Source: an optimization exercise on an open RTL-to-GDS flow (aim: small area, a short achievable clock period and few clock cycles per item). Production flows keep margins and buffers that such runs may drop.
Function was not checked in any run shown here: the RTL went through the layout flow alone.
Power figures rest on the tool's default switching activity, not on a simulated workload.

==> design.v <==
`timescale 1ns / 1ps
package gasp_pkg;
    localparam int SIDE_W = 13;
    localparam int POS_W  = 12;
    localparam int PAGE_W = 4;
    localparam logic [SIDE_W-1:0] RESET_SIDE = SIDE_W'(1024);
    localparam logic [SIDE_W-1:0] MAX_SIDE   = SIDE_W'(4096);
    localparam logic [1:0] FMT_BGRA = 2'd0;
    localparam logic [1:0] FMT_GRAY = 2'd1;
    localparam logic [1:0] FMT_MONO = 2'd2;
    localparam logic [2:0] ST_OK       = 3'd0;
    localparam logic [2:0] ST_EMPTY    = 3'd1;
    localparam logic [2:0] ST_NO_PAGES = 3'd2;
    localparam logic [2:0] ST_OUTSIDE  = 3'd3;
    localparam logic [2:0] ST_NO_GLYPH = 3'd4;
    localparam int DIV_K0 = 1;
    localparam int DIV_K1 = 2;
    localparam int DIV_K2 = 2;
    localparam int DIV_K3 = 2;
    localparam int DIV_K4 = 1;
endpackage
`timescale 1ns / 1ps
module gasp_front (
    input  logic [7:0] i_chan,
    input  logic [7:0] i_div,
    output logic       o_sat,
    output logic [7:0] o_rem,
    output logic [7:0] o_sh
);
    logic [15:0] num;
    assign num   = {i_chan, 8'd0} - {8'd0, i_chan};
    assign o_sat = (i_chan > i_div);
    gasp_div_steps #(.N(gasp_pkg::DIV_K0)) u_steps (
        .i_rem(num[15:8]),
        .i_sh (num[7:0]),
        .i_div(i_div),
        .o_rem(o_rem),
        .o_sh (o_sh)
    );
endmodule
`timescale 1ns / 1ps
module gasp_div_steps #(
    parameter int N = 1
) (
    input  logic [7:0] i_rem,
    input  logic [7:0] i_sh,
    input  logic [7:0] i_div,
    output logic [7:0] o_rem,
    output logic [7:0] o_sh
);
    logic [7:0] rem [N+1];
    logic [7:0] sh  [N+1];
    assign rem[0] = i_rem;
    assign sh[0]  = i_sh;
    for (genvar j = 0; j < N; j++) begin : g_step
        logic [8:0] trial;
        logic [9:0] diff;
        assign trial     = {rem[j], sh[j][7]};
        assign diff      = {1'b0, trial} - {2'b0, i_div};
        assign rem[j+1]  = diff[9] ? trial[7:0] : diff[7:0];
        assign sh[j+1]   = {sh[j][6:0], !diff[9]};
    end
    assign o_rem = rem[N];
    assign o_sh  = sh[N];
endmodule
`timescale 1ns / 1ps
module gasp_back #(
    parameter int N = 1
) (
    input  logic [50:0] i_ch,
    input  logic [7:0]  i_div,
    output logic [50:0] o_ch
);
    for (genvar k = 0; k < 3; k++) begin : g_ch
        gasp_div_steps #(.N(N)) u_steps (
            .i_rem(i_ch[k*17 + 8 +: 8]),
            .i_sh (i_ch[k*17 +: 8]),
            .i_div(i_div),
            .o_rem(o_ch[k*17 + 8 +: 8]),
            .o_sh (o_ch[k*17 +: 8])
        );
        assign o_ch[k*17 + 16] = i_ch[k*17 + 16];
    end
endmodule
`timescale 1ns / 1ps
module glyph_atlas_shelf_packer_writer_unit (
    input  logic                 i_clk,
    input  logic                 i_rst_n,
    input  logic                 i_cfg_we,
    input  logic                 i_cfg_index,
    input  logic [12:0]          i_cfg_data,
    input  logic                 i_in_valid,
    output logic                 o_in_ready,
    input  logic [61:0]          i_in_word,
    output logic                 o_out_valid,
    input  logic                 i_out_ready,
    output logic [64:0]          o_out_word
);
    localparam int SW = gasp_pkg::SIDE_W;
    localparam int PW = 61;
    logic [SW-1:0] r_aw, r_ah, cfg_side;
    always_comb begin
        cfg_side = i_cfg_data;
        if (cfg_side == '0) cfg_side = SW'(1);
        else if (cfg_side > gasp_pkg::MAX_SIDE) cfg_side = gasp_pkg::MAX_SIDE;
    end
    always_ff @(posedge i_clk) begin
        if (!i_rst_n) begin
            r_aw <= gasp_pkg::RESET_SIDE;
            r_ah <= gasp_pkg::RESET_SIDE;
        end else if (i_cfg_we) begin
            if (i_cfg_index) r_ah <= cfg_side;
            else             r_aw <= cfg_side;
        end
    end
    logic          r_v1, r_v2, r_v3, r_v4;
    logic          r_c1, r_c2, r_c3, r_c4;     
    logic [PW-1:0] r_p1, r_p2, r_p3, r_p4;
    logic          free1, free2, free3, free4, blk, adv3, load1, xfer;
    assign free4 = !r_v4 || i_out_ready;
    assign blk   = !r_c3 && r_v4 && !r_c4;
    assign adv3  = r_v3 && free4 && !blk;
    assign free3 = !r_v3 || adv3;
    assign free2 = !r_v2 || free3;
    assign free1 = !r_v1 || free2;
    assign load1 = i_in_valid && free1;
    assign xfer  = r_v4 && i_out_ready;
    assign o_in_ready  = free1;
    assign o_out_valid = r_v4;
    always_ff @(posedge i_clk) begin
        if (!i_rst_n) begin
            r_v1 <= 1'b0;
            r_v2 <= 1'b0;
            r_v3 <= 1'b0;
            r_v4 <= 1'b0;
        end else begin
            if (free1) r_v1 <= i_in_valid;
            if (free2) r_v2 <= r_v1;
            if (free3) r_v3 <= r_v2;
            if (free4) r_v4 <= adv3;
        end
    end
    logic          in_cmd;
    logic [SW-1:0] in_w, in_h;
    logic [1:0]    in_fmt;
    logic [7:0]    in_ch [3];      
    logic [7:0]    in_a, in_div;
    logic          in_mono, in_a0;
    logic [PW-1:0] in_pay;
    assign in_cmd   = i_in_word[61];
    assign in_w     = i_in_word[60:48];
    assign in_h     = i_in_word[47:35];
    assign in_fmt   = i_in_word[34:33];
    assign in_ch[2] = i_in_word[32:25];
    assign in_ch[1] = i_in_word[24:17];
    assign in_ch[0] = i_in_word[16:9];
    assign in_a     = i_in_word[8:1];
    assign in_mono  = i_in_word[0];
    assign in_a0    = (in_a == 8'd0);
    assign in_div   = in_a0 ? 8'd255 : in_a;
    logic [50:0] in_chs;
    for (genvar k = 0; k < 3; k++) begin : g_in
        gasp_front u_front (
            .i_chan(in_ch[k]),
            .i_div (in_div),
            .o_sat (in_chs[k*17 + 16]),
            .o_rem (in_chs[k*17 + 8 +: 8]),
            .o_sh  (in_chs[k*17 +: 8])
        );
    end
    assign in_pay = {in_div, in_a0, in_mono, in_chs[50:28],
                     in_cmd ? in_chs[27:0] : {in_fmt, in_w, in_h}};
    always_ff @(posedge i_clk) begin
        if (load1) begin
            r_c1 <= in_cmd;
            r_p1 <= in_pay;
        end
    end
    logic [SW-1:0] r_cx, r_cy, r_rh;
    logic [3:0]    r_page;
    logic [11:0]   r_px, r_py, r_ox, r_yend;
    logic [1:0]    r_fmt;
    logic          r_active;
    logic [50:0]   a_chs, b_chs;
    gasp_back #(.N(gasp_pkg::DIV_K1)) u_sec1 (
        .i_ch (r_p1[50:0]),
        .i_div(r_p1[60:53]),
        .o_ch (a_chs)
    );
    always_ff @(posedge i_clk) begin
        if (free2) begin
            r_c2 <= r_c1;
            r_p2 <= {r_p1[60:51], a_chs[50:28], r_c1 ? a_chs[27:0] : r_p1[27:0]};
        end
    end
    gasp_back #(.N(gasp_pkg::DIV_K2)) u_sec2 (
        .i_ch (r_p2[50:0]),
        .i_div(r_p2[60:53]),
        .o_ch (b_chs)
    );
    always_ff @(posedge i_clk) begin
        if (free3) begin
            r_c3 <= r_c2;
            r_p3 <= {r_p2[60:51], b_chs[50:28], r_c2 ? b_chs[27:0] : r_p2[27:0]};
        end
    end
    logic [SW-1:0] s_w, s_h, s_xw, s_yh, s_cyr;
    logic          s_empty, s_outside, s_wrap, s_np, s_nopages, s_ok;
    logic [2:0]    s_status;
    logic [3:0]    s_page;
    logic [11:0]   s_ox, s_oy;
    logic [50:0]   s_chs;
    logic [PW-1:0] s_pay;
    assign s_w       = r_p3[25:13];
    assign s_h       = r_p3[12:0];
    assign s_xw      = SW'(r_aw - s_w);
    assign s_yh      = SW'(r_ah - s_h);
    assign s_empty   = (s_w == '0) || (s_h == '0);
    assign s_outside = (s_w > r_aw) || (s_h > r_ah);
    always_comb begin
        s_cyr     = SW'(r_cy + r_rh);
        s_wrap    = (r_cx > s_xw);
        s_np      = s_wrap ? (s_cyr > s_yh) : (r_cy > s_yh);
        s_nopages = s_np && (r_page == 4'd15);
        s_ok      = !s_empty && !s_outside && !s_nopages;
        if (s_empty)        s_status = gasp_pkg::ST_EMPTY;
        else if (s_outside) s_status = gasp_pkg::ST_OUTSIDE;
        else if (s_nopages) s_status = gasp_pkg::ST_NO_PAGES;
        else                s_status = gasp_pkg::ST_OK;
        s_page = s_ok ? 4'(r_page + {3'd0, s_np}) : r_page;
        s_ox   = (s_ok && !s_np && !s_wrap) ? r_cx[11:0] : '0;
        s_oy   = (s_ok && !s_np) ? (s_wrap ? s_cyr[11:0] : r_cy[11:0]) : '0;
    end
    gasp_back #(.N(gasp_pkg::DIV_K3)) u_sec3 (
        .i_ch (r_p3[50:0]),
        .i_div(r_p3[60:53]),
        .o_ch (s_chs)
    );
    assign s_pay = r_c3 ? {r_p3[60:51], s_chs}
                        : {s_status, s_page, s_ox, s_oy, s_wrap, s_np, r_p3[27:0]};
    always_ff @(posedge i_clk) begin
        if (free4) begin
            r_c4 <= r_c3;
            r_p4 <= s_pay;
        end
    end
    logic [2:0]    x_status;
    logic [3:0]    x_page;
    logic [11:0]   x_ox, x_oy;
    logic          x_wrap, x_np;
    logic [1:0]    x_fmt;
    logic [SW-1:0] x_w, x_h;
    logic          row_end, glyph_end;
    assign x_status = r_p4[60:58];
    assign x_page   = r_p4[57:54];
    assign x_ox     = r_p4[53:42];
    assign x_oy     = r_p4[41:30];
    assign x_wrap   = r_p4[29];
    assign x_np     = r_p4[28];
    assign x_fmt    = r_p4[27:26];
    assign x_w      = r_p4[25:13];
    assign x_h      = r_p4[12:0];
    assign row_end   = (12'(r_px + 12'd1) == r_cx[11:0]);
    assign glyph_end = (12'(r_py + 12'd1) == r_yend);
    always_ff @(posedge i_clk) begin
        if (!i_rst_n) begin
            r_cx     <= '0;
            r_cy     <= '0;
            r_rh     <= '0;
            r_page   <= '0;
            r_active <= 1'b0;
        end else if (xfer) begin
            if (!r_c4) begin
                r_active <= (x_status == gasp_pkg::ST_OK);
                if (x_status == gasp_pkg::ST_OK) begin
                    r_cx   <= SW'({1'b0, x_ox} + x_w);
                    r_cy   <= {1'b0, x_oy};
                    r_rh   <= (x_np || x_wrap || x_h > r_rh) ? x_h : r_rh;
                    r_page <= x_page;
                end else if (x_status == gasp_pkg::ST_NO_PAGES && x_wrap) begin
                    r_cx <= '0;
                    r_cy <= SW'(r_cy + r_rh);
                    r_rh <= '0;
                end
            end else if (r_active && row_end && glyph_end) begin
                r_active <= 1'b0;
            end
        end
    end
    always_ff @(posedge i_clk) begin
        if (xfer) begin
            if (!r_c4) begin
                r_px   <= x_ox;
                r_ox   <= x_ox;
                r_py   <= x_oy;
                r_yend <= 12'(x_oy + x_h);
                r_fmt  <= x_fmt;
            end else if (row_end) begin
                r_px <= r_ox;
                r_py <= 12'(r_py + 12'd1);
            end else begin
                r_px <= 12'(r_px + 12'd1);
            end
        end
    end
    logic [50:0] c_chs;
    logic [7:0]  c_div, c_a;
    logic        c_a0, c_mono;
    logic [7:0]  c_quo [3];
    assign c_div  = r_p4[60:53];
    assign c_a0   = r_p4[52];
    assign c_mono = r_p4[51];
    assign c_a    = c_a0 ? 8'd0 : c_div;
    gasp_back #(.N(gasp_pkg::DIV_K4)) u_sec4 (
        .i_ch (r_p4[50:0]),
        .i_div(c_div),
        .o_ch (c_chs)
    );
    for (genvar k = 0; k < 3; k++) begin : g_quo
        assign c_quo[k] = c_chs[k*17 + 16] ? 8'd255 : c_chs[k*17 +: 8];
    end
    logic [2:0]  o_status;
    logic [3:0]  o_page;
    logic [11:0] o_px, o_py;
    logic        o_csrc;
    logic [7:0]  o_r, o_g, o_b, o_a;
    always_comb begin
        o_status = gasp_pkg::ST_OK;
        o_page   = '0;
        o_px     = '0;
        o_py     = '0;
        o_csrc   = 1'b0;
        o_r      = '0;
        o_g      = '0;
        o_b      = '0;
        o_a      = '0;
        if (!r_c4) begin
            o_status = x_status;
            o_page   = x_page;
            o_px     = x_ox;
            o_py     = x_oy;
            o_csrc   = (x_fmt == gasp_pkg::FMT_BGRA);
        end else if (!r_active) begin
            o_status = gasp_pkg::ST_NO_GLYPH;
        end else begin
            o_page = r_page;
            o_px   = r_px;
            o_py   = r_py;
            o_csrc = (r_fmt == gasp_pkg::FMT_BGRA);
            case (r_fmt)
                gasp_pkg::FMT_BGRA: begin
                    o_r = c_quo[0];
                    o_g = c_quo[1];
                    o_b = c_quo[2];
                    o_a = c_a;
                end
                gasp_pkg::FMT_GRAY: begin
                    o_r = 8'd255;
                    o_g = 8'd255;
                    o_b = 8'd255;
                    o_a = c_a;
                end
                gasp_pkg::FMT_MONO: begin
                    o_r = 8'd255;
                    o_g = 8'd255;
                    o_b = 8'd255;
                    o_a = c_mono ? 8'd255 : 8'd0;
                end
                default: ;
            endcase
        end
    end
    assign o_out_word = {r_c4, o_status, o_page, o_px, o_py, o_csrc, o_r, o_g, o_b, o_a};
endmodule
==> flow/run.sh <==
#!/bin/bash
set -euo pipefail
bash standard.sh "BUFFER_PORTS_ARGS=-buffer_cell sky130_fd_sc_hd__buf_2" SETUP_SLACK_MARGIN=6.6 finish > standard_flow.log 2>&1
==> standard.sh <==
#!/bin/bash
# synth_recipe.tcl (not shown) runs the flow's synth.tcl, then flattens the netlist and writes it again
# the make line also repeats each setting of config.mk as NAME=value (left out here)
make -C /OpenROAD-flow-scripts/flow DESIGN_CONFIG=/design/flow/config.mk WORK_HOME=/design/flow/orfs CLKGATE_MAP_FILE= SYNTH_SCRIPT=/design/flow/synth_recipe.tcl "${@:-finish}"
==> config.mk <==
export PLATFORM = sky130hd
export DESIGN_NAME = glyph_atlas_shelf_packer_writer_unit
export DESIGN_NICKNAME = glyph_atlas_shelf_packer_writer_unit
export VERILOG_FILES = /design/flow/design.v
export SDC_FILE = /design/flow/constraint.sdc
export NUM_CORES = 4
export LEC_CHECK = 0
export CAP_MARGIN = 20
export CORE_MARGIN = 2
export CORE_UTILIZATION = 70
export CTS_BUF_LIST = sky130_fd_sc_hd__clkbuf_8
export SETUP_SLACK_MARGIN = 5
export SLEW_MARGIN = 20
==> constraint.sdc <==
create_clock -name core_clock -period 12.0 [get_ports {i_clk}]
set_input_delay 2.4000 -clock core_clock [delete_from_list [all_inputs] [get_ports {i_clk}]]
set_output_delay 2.4000 -clock core_clock [all_outputs]
set_load 0.01 [all_outputs]
==> metrics.md, run 1 <==
| Metric | Value |
|---|---|
| Vias in the first global route | 24497 |
| Worst hold path class | reg -> reg |
| CP Launch Type | input pin |
| DP HPWL | 63100 um |
| Core box area | 40800 um2 |
| Max_slew headroom | 32.3% |
| EDFF count, synth | 298 |
| Netlist cell types | 76 |
| Worst-skew pair later-pin latency | 0.64 ns |
| Post-synthesis sequential area ratio | 36.1% |
| Sw frac | 41.4% |
| Die Y | 207 um |
| Post-synth net total | 3517 |
| Fmax achieved | 0.184 GHz |
| Slew Viols, Final | 0 |
| Synth Register Bits | 372 |
| Maximum VDD drop | 0.000141 V |
| DRT Pass-1 Iters | 14 |
| PwrDens | 220 nW/um2 |
| Max-cap violations | 0 |
| Crit path max fanout | 3 |
| Port Buffers | 147 |
| Syn-to-layout area delta | 12.8% |
| IO Pins | 148 |
| Mapped Area | 28900 um2 |
| Hold Crit Start | r_p1[16]$_DFFE_PP_ |
| H-tree Lvls | 3 |
| Arrival time at the worst endpoint | 3.04 ns |
| Clk network pwr share | 16.0% |
| Most frequent cells in the layout | 328 x ha_1, 298 x edfxtp_1, 279 x nand2_1, 257 x inv_1, 223 x nor2_1 |
| Clock Root Buffer | clkbuf_8 |
| Hold Path Sink | r_p2[16]$_DFFE_PP_ |
| Worst R2R Setup Slack | 6.62 ns |
| Register area | 10400 um2 |
| RSZ-0062 raised after global routing | true |
| Dpl cells | 3679 |
| Grt ovf | 0 |
| Remaining DRCs | 0 |
| Comb power frac | 55.4% |
| Share of post-route cells with drive strength above 1 | 16.6% |
| Die width | 207 um |
| CTS buffer count | 67 |
| Hold-critical path depth | 0 |
| Initial Util | 70.8% |
| Largest net degree at the start of global routing | 81 |
| Final setup vio count | 0 |
| CTS tree | done |
| Finished Layout Cells | 3870 |
| Initial antenna violation count | 1 |
| R2R Path End | r_p3[14]$_DFFE_PP_ |
| Routed wire length | 83900 um |
| Final-layout fill cell count | 2607 |
| FF-to-FF Start | r_p2[54]$_DFFE_PP_ |
| CTS sink cnt | 372 |
| Sequential share of power | 28.6% |
| Actual slew at the worst max-slew pin | 1.02 ns |
| Final net count | 3729 |
| Synth warn | 11 |
| Via density | 6.40 |
| Post-DRT Antenna Nets | 0 |
| Final Hold Viols | 0 |
| Commonest non-fill, non-tap cell in the layout | ha_1 |
| Final Skew | 0.0422 ns |
| Via count | 24754 |
| Die area | 42900 um2 |
| Routability cong. | 0.981 |
| Commonest register cell after synthesis | edfxtp_1 |
| Clk buf depth | 3 |
| Net Switching | 2.97 mW |
| Post-route clock period utilization | 45.4% |
| Multi-input gate area | 17700 um2 |
| DRT iter0 DRCs | 2312 |
| Clock-pin slew on the worst setup and hold paths | 0.06 ns |
| Lkg Pwr | 14.0 nW |
| Mapped Cells | 3077 |
| Avg Cell Area, Syn | 9.39 um2 |
| Rows | 74 |
| First-pass GRT wire length | 130000 um |
| Gr usage total | 38.2% |
| Asr flop ratio synth | 0% |
| Worst setup EP type | output port |
| Crit Path Category | in -> out |
| Status | finished clean |
| Cells on worst reg2reg path | 24 |
| Int Pwr | 4.19 mW |
| WL/cell | 21.7 um |
| Setup TNS | 0 ns |
| Critical Path RT | 9.60 ns |
| Final min period | 5.44 ns |
## synthesized netlist by cell type, types with 16 or more instances
library cell  count  area [um2]
ha_1            333        4170
edfxtp_1        298        8950
nand2_1         288        1080
inv_1           252         946
o21ai_0         234        1170
nor2_1          226         848
a21oi_1         192         961
xnor2_1         121        1060
mux2_2          109        1230
mux2i_1          87         871
clkbuf_1         86         323
nand3_1          79         395
dfxtp_1          74        1480
a21boi_0         70         526
nand2b_1         70         438
nor2b_1          65         407
xor2_1           58         508
a21o_1           52         390
nor3_1           36         180
o21a_1           33         248
fa_1             26         521
o211ai_1         22         165
nor4_1           18         113
nand4_1          17         106
or2_2            16         100
or3_1            16         100
## power groups by stage
stage | registers (mW) | clock network [mW] | logic, mW
after floorplan | 1.90 | 0 | 2.73
after global placement | 2.05 | 0 | 3.32
after detailed placement | 2.06 | 0 | 3.50
after CTS | 2.03 | 1.14 | 3.69
after global routing | 2.06 | 1.21 | 4.34
final | 2.05 | 1.14 | 3.97
## cell families after synthesis
family	share of synthesized area (%)
compound gates	16.2
mux	7.26
flops	36.1
buf+inv	4.57
fa+ha+maj	16.3
xor+xnor	5.64
simple gates	14.0
## worst max path at each step
stage                    endpoint  depth (start not counted)  slack, ns                from
4_1_cts            o_out_word[16]                         13       6.54  r_p4[54]$_DFFE_PN_
3_5_place_dp   r_p1[45]$_DFFE_PP_                         19       5.83       i_in_word[25]
2_1_floorplan   r_p1[8]$_DFFE_PP_                         19       6.39        i_in_word[9]
6_report               o_in_ready                          5       6.56         i_out_ready
5_1_grt        r_p3[10]$_DFFE_PP_                         24       6.39  r_p2[54]$_DFFE_PP_
3_3_place_gp   r_p1[45]$_DFFE_PP_                         19       5.94       i_in_word[25]
## state kept, by name, indices dropped and copies added (netlist names), 2 cells and up
| register | flops |
|---|---|
| r_p1 | 61 |
| r_p2 | 61 |
| r_p3 | 61 |
| r_p4 | 61 |
| r_ah | 13 |
| r_aw | 13 |
| r_cx | 13 |
| r_cy | 13 |
| r_rh | 13 |
| r_ox | 12 |
| r_px | 12 |
| r_py | 12 |
| r_yend | 12 |
| r_page | 4 |
| r_fmt | 2 |
## per-layer routing
layer	share of wire (%)	GRT usage, %
met4	6.5	22.6
met1	37	45.2
met2	48	64.8
met5	0	0
met3	8.2	7.43
## stage by stage
stage | setup slack [ns] | total power [mW] | area (um2) | util, % | hold slack (ns)
4_1_cts | 6.54 | 6.86 | 32000 | 78.3 | 0.416
2_1_floorplan | 6.39 | 4.63 | 29100 | - | 0.400
6_report | 6.56 | 7.16 | 32600 | 79.8 | 0.417
3_3_place_gp | 5.94 | 5.37 | 30300 | 74.2 | 0.402
5_1_grt | 6.39 | 7.60 | 32600 | 79.8 | 0.428
3_5_place_dp | 5.83 | 5.56 | 30300 | 74.2 | 0.405
## worst max-delay path, cell delays in order
cell and delay [ns]:
buf_8 0.11, o21ai_4 0.06, and3_4 0.24, nand3_2 0.09, buf_6 0.14
## what timing repair did
| item | CTS | global route |
|---|---|---|
| cloned | 0 | 2 |
| gates resized for setup | 44 | 96 |
| setup buffers | 25 | 45 |
| pin swaps | 20 | 32 |
| hold buffers | 0 | 0 |
| endpoints found under the setup margin | 124 | 138 |
## layout make-up
| class | instances | share of cell area, % |
|---|---|---|
| inverters | 252 | 3.03 |
| multi-input cells | 2357 | 54.3 |
| clock buffers | 72 | 3.04 |
| clock inverters | 44 | 0.745 |
| repair buffers | 239 | 4.80 |
| diodes | 2 | 0.0154 |
| flip-flops and latches | 372 | 32.0 |
| well taps | 532 | 2.04 |
==> run 2, diff against run 1 <==
==> flow/run.sh (replaced) <==
#!/bin/bash
set -euo pipefail
bash standard.sh "BUFFER_PORTS_ARGS=-buffer_cell sky130_fd_sc_hd__buf_2" SETUP_SLACK_MARGIN=7 finish > standard_flow.log 2>&1
==> metrics.md, run 2 <==
| Metric | Value |
|---|---|
| Status | finished clean |
| Sequential share of power | 25.8% (-2.8 points) |
| Post-route clock period utilization | 45.5% (+0.10 points) |
| Comb power frac | 58.4% (+3.0 points) |
| DRT Pass-1 Iters | 9 (-5) |
| H-tree Lvls | 3 (unchanged) |
| Port Buffers | 147 (unchanged) |
| Yosys top cell by area | edfxtp_1 |
| Placed cell area | 30300 um2 (+0.16%) |
| RSZ-0062 raised after global routing | true |
| Count leader, synth | ha_1 |
| Mapped Area | 28900 um2 (unchanged) |
| Share of post-route cells with drive strength above 1 | 22.9% (+6.3 points) |
| Max-cap violations | 0 (unchanged) |
| Maximum VDD drop | 0.000163 V (+16%) |
| Critical Path RT | 9.60 ns (about the same) |
| Actual slew at the worst max-slew pin | 1.02 ns (+0.00551 ns) |
| Netlist cell types | 76 (unchanged) |
| Avg Cell Area, Syn | 9.39 um2 (unchanged) |
| Top cells by count, synth | 333 x ha_1, 298 x edfxtp_1, 288 x nand2_1 |
| Syn-to-layout area delta | 19.6% |
| Crit Path Category | reg -> out |
| Net Switching | 3.38 mW (+14%) |
| Final net count | 3858 (+3.5%) |
| Die area | 42900 um2 (unchanged) |
| Worst-skew pair later-pin latency | 0.65 ns (about the same) |
| Fmax achieved | 0.183 GHz (-0.22%) |
| Final min period | 5.46 ns (+0.0120 ns) |
| DRT iter0 DRCs | 3349 (+45%) |
| Most frequent cells in the layout | 314 x ha_1, 298 x edfxtp_1, 279 x nand2_1, 248 x inv_1, 222 x nor2_1 |
| Synth top area cells | edfxtp_1 31%, ha_1 14%, dfxtp_1 5.1% |
| CP cell instances | ha_4 > nor2b_1 > o21a_1 > o21a_1 > o21a_1 > o21ai_1 > nand2b_1 > a21oi_2 > nor2b_1 > o41ai_2 > a21oi_1 > buf_2 |
| Multi-input gate area | 18400 um2 (+4.1%) |
| Remaining DRCs | 0 (unchanged) |
| Synth Register Bits | 372 (unchanged) |
| Via count | 26953 (+8.9%) |
| Post-synth top area share | 31.0% (unchanged) |
| Clock Root Buffer | clkbuf_8 |
| Slew Viols, Final | 0 (unchanged) |
| First-pass GRT wire length | 137000 um (+5.6%) |
| Initial antenna violation count | 4 (+3) |
| Finished Layout Cells | 4005 (+3.5%) |
| Post-CTS Hold Buffers | 0 (unchanged) |
| IO Pins | 148 (unchanged) |
| CTS buffer count | 68 (+1.5%) |
| Arrival time at the worst endpoint | 3.06 ns (+0.02 ns) |
| Crit path max fanout | 3 (unchanged) |
| Setup TNS | 0 ns (unchanged) |
| Via density | 6.73 (+5.2%) |
| Hold_ws | 0.417 ns (-0.000606 ns) |
| Rows | 74 (unchanged) |
| Post-synthesis sequential area ratio | 36.1% (unchanged) |
| Vias in the first global route | 25562 (+4.3%) |
| CTS sink cnt | 372 (unchanged) |
| Routed wire length | 98900 um (+18%) |
| Worst hold path class | reg -> reg |
| Final Hold Viols | 0 (unchanged) |
| Commonest register cell after synthesis | edfxtp_1 |
| Post-DRT Antenna Nets | 0 (unchanged) |
| Clk buf depth | 3 (unchanged) |
| Kind of cell adding the most delay to the critical path | compound AO/OA/AOI/OAI gates |
| Largest net degree at the start of global routing | 101 (+25%) |
| Most used cell, CP | o21a_1 |
| Commonest non-fill, non-tap cell in the layout | ha_1 |
| Initial Util | 70.8% (unchanged) |
| WL/cell | 24.7 um (+14%) |
| PwrDens | 230 nW/um2 (+4.8%) |
| DP HPWL | 64000 um (+1.5%) |
| Core box area | 40800 um2 (unchanged) |
| CP Launch Type | register |
| EDFF count, synth | 298 (unchanged) |
| CP peak stage delay | 0.50 ns (+0.26 ns) |
| Max_slew headroom | 31.5% (-0.79 points) |
| Worst setup EP type | output port |
| CP max stage cell | edfxtp_1 |
| Final Cell Area | 34600 um2 (+6.0%) |
| Final-layout fill cell count | 2211 (-15%) |
| Dpl cells | 3677 (-0.054%) |
| Grt ovf | 0 (unchanged) |
| Int Pwr | 4.58 mW (+9.1%) |
| Final setup vio count | 0 (unchanged) |
| Synth warn | 11 (unchanged) |
| Gr usage total | 40.6% (+2.4 points) |
| Routability cong. | 0.979 (-0.21%) |
| Clk network pwr share | 15.8% (-0.2 points) |
| Lkg Pwr | 14.8 nW (+6.1%) |
| Clock-pin slew on the worst setup and hold paths | 0.08 ns (+0.02 ns) |
| Buffers & Inverters on Critical Path | 1 (-1) |
| Die width | 207 um (unchanged) |
| Sw frac | 42.5% (+1.0 points) |
| Die Y | 207 um (unchanged) |
| Register area | 10400 um2 (unchanged) |
| Asr flop ratio synth | 0% (unchanged) |
| Final Skew | 0.0278 ns (-0.0144 ns) |
| Mapped Cells | 3077 (unchanged) |
| Post-synth net total | 3517 (unchanged) |
| Total Power | 7.95 mW (+11%) |
| CTS tree | done |
## run 2: cell counts after synthesis
Identical to the previous run, type by type.
## run 2: kinds of logic (layout without fill, tap and decap cells)
logic type	after synthesis	in the layout	share of synthesized area, %
buffers and inverters	349	740	4.57
other	0	3	0
multiplexers	196	196	7.26
flip-flops	372	372	36.1
AO/OA/AOI/OAI	746	747	16.2
adder cells (fa/ha/maj)	361	361	16.3
AND/OR/NAND/NOR	871	872	14.0
XOR/XNOR	182	182	5.64
## run 2: layout make-up
class                   count  share of cell area [%]
diodes                      3                  0.0217
clock buffers              74                    2.95
flip-flops and latches    372                    30.2
inverters                 252                    2.92
repair buffers            366                    7.64
clock inverters            48                   0.978
well taps                 532                    1.93
multi-input cells        2358                    53.4
## run 2: final timing paths
path,start,endpoint,slack [ns],cells past startpoint
worst min register to register,r_p1[50]$_DFFE_PP_,r_p2[50]$_DFFE_PP_,0.42,0
worst max-delay path,r_p4[25]$_DFFE_PN_,o_out_word[16],6.54,12
worst min-delay path,r_p1[50]$_DFFE_PP_,r_p2[50]$_DFFE_PP_,0.42,0
worst max register to register,r_p1[54]$_DFFE_PP_,r_p2[14]$_DFFE_PP_,6.57,24
## run 2: what timing repair did
action                     in CTS  in global routing
setup endpoints to repair     158                137
setup buffers                 112                 88
resized for setup             120                230
gates cloned                    0                  3
pin swaps                      60                103
## run 2: metrics by stage
| step | utilization, % | worst slack, ns |
|---|---|---|
| after floorplan | - | 6.40 |
| after global placement | 74.3 | 5.83 |
| after detailed placement | 74.3 | 5.78 |
| after CTS | 80.9 | 6.56 |
| after global routing | 84.6 | 6.43 |
| final | 84.6 | 6.54 |
## run 2: metal layers
metal,track usage [%],up-vias,wire length [um]
met5,0,-,13
met4,27.6,2,9210
met3,7.08,642,10200
met2,68.7,2028,45900
met1,47.3,12558,33600
li1,-,11723,-
## run 2: power by group through the flow
stage               combinational, mW  sequential (mW)  clock [mW]
floorplan                        2.74             1.90           0
global placement                 3.31             2.04           0
detailed placement               3.50             2.06           0
CTS                              3.90             2.02        1.24
global route                     4.93             2.05        1.30
finish                           4.64             2.06        1.26

[static timing again, ports no longer ideal]
The results above use ideal ports. As a check the final layouts listed here were re-extracted and re-timed, cells and wires unchanged. Step 1, drivers: a clkbuf_16 drives i_clk and a buf_2 each remaining input, both assumed. Step 2 moves the port delays by t, midway between the first and last clock arrival at a register: inputs arrive t later, outputs are due t later. That takes back most of the time a late clock gives input paths. a / b / c = ideal / step 1 / step 2; a / b = the first two.
run | t, ns | setup WS [ns] | hold WS [ns] | latest minus earliest clock arrival (ns)
run 1 | 0.672 | 6.555 / 6.508 / 6.009 | 0.417 / 0.417 / 0.417 | 0.042 / 0.042
run 2 | 0.695 | 6.543 / 6.480 / 5.969 | 0.417 / 0.417 / 0.417 | 0.030 / 0.030
After both steps setup and hold are still met in every run listed. The setup slack of run 2, which loses most, moves by -0.063 ns with the drivers and by -0.574 ns with both steps.
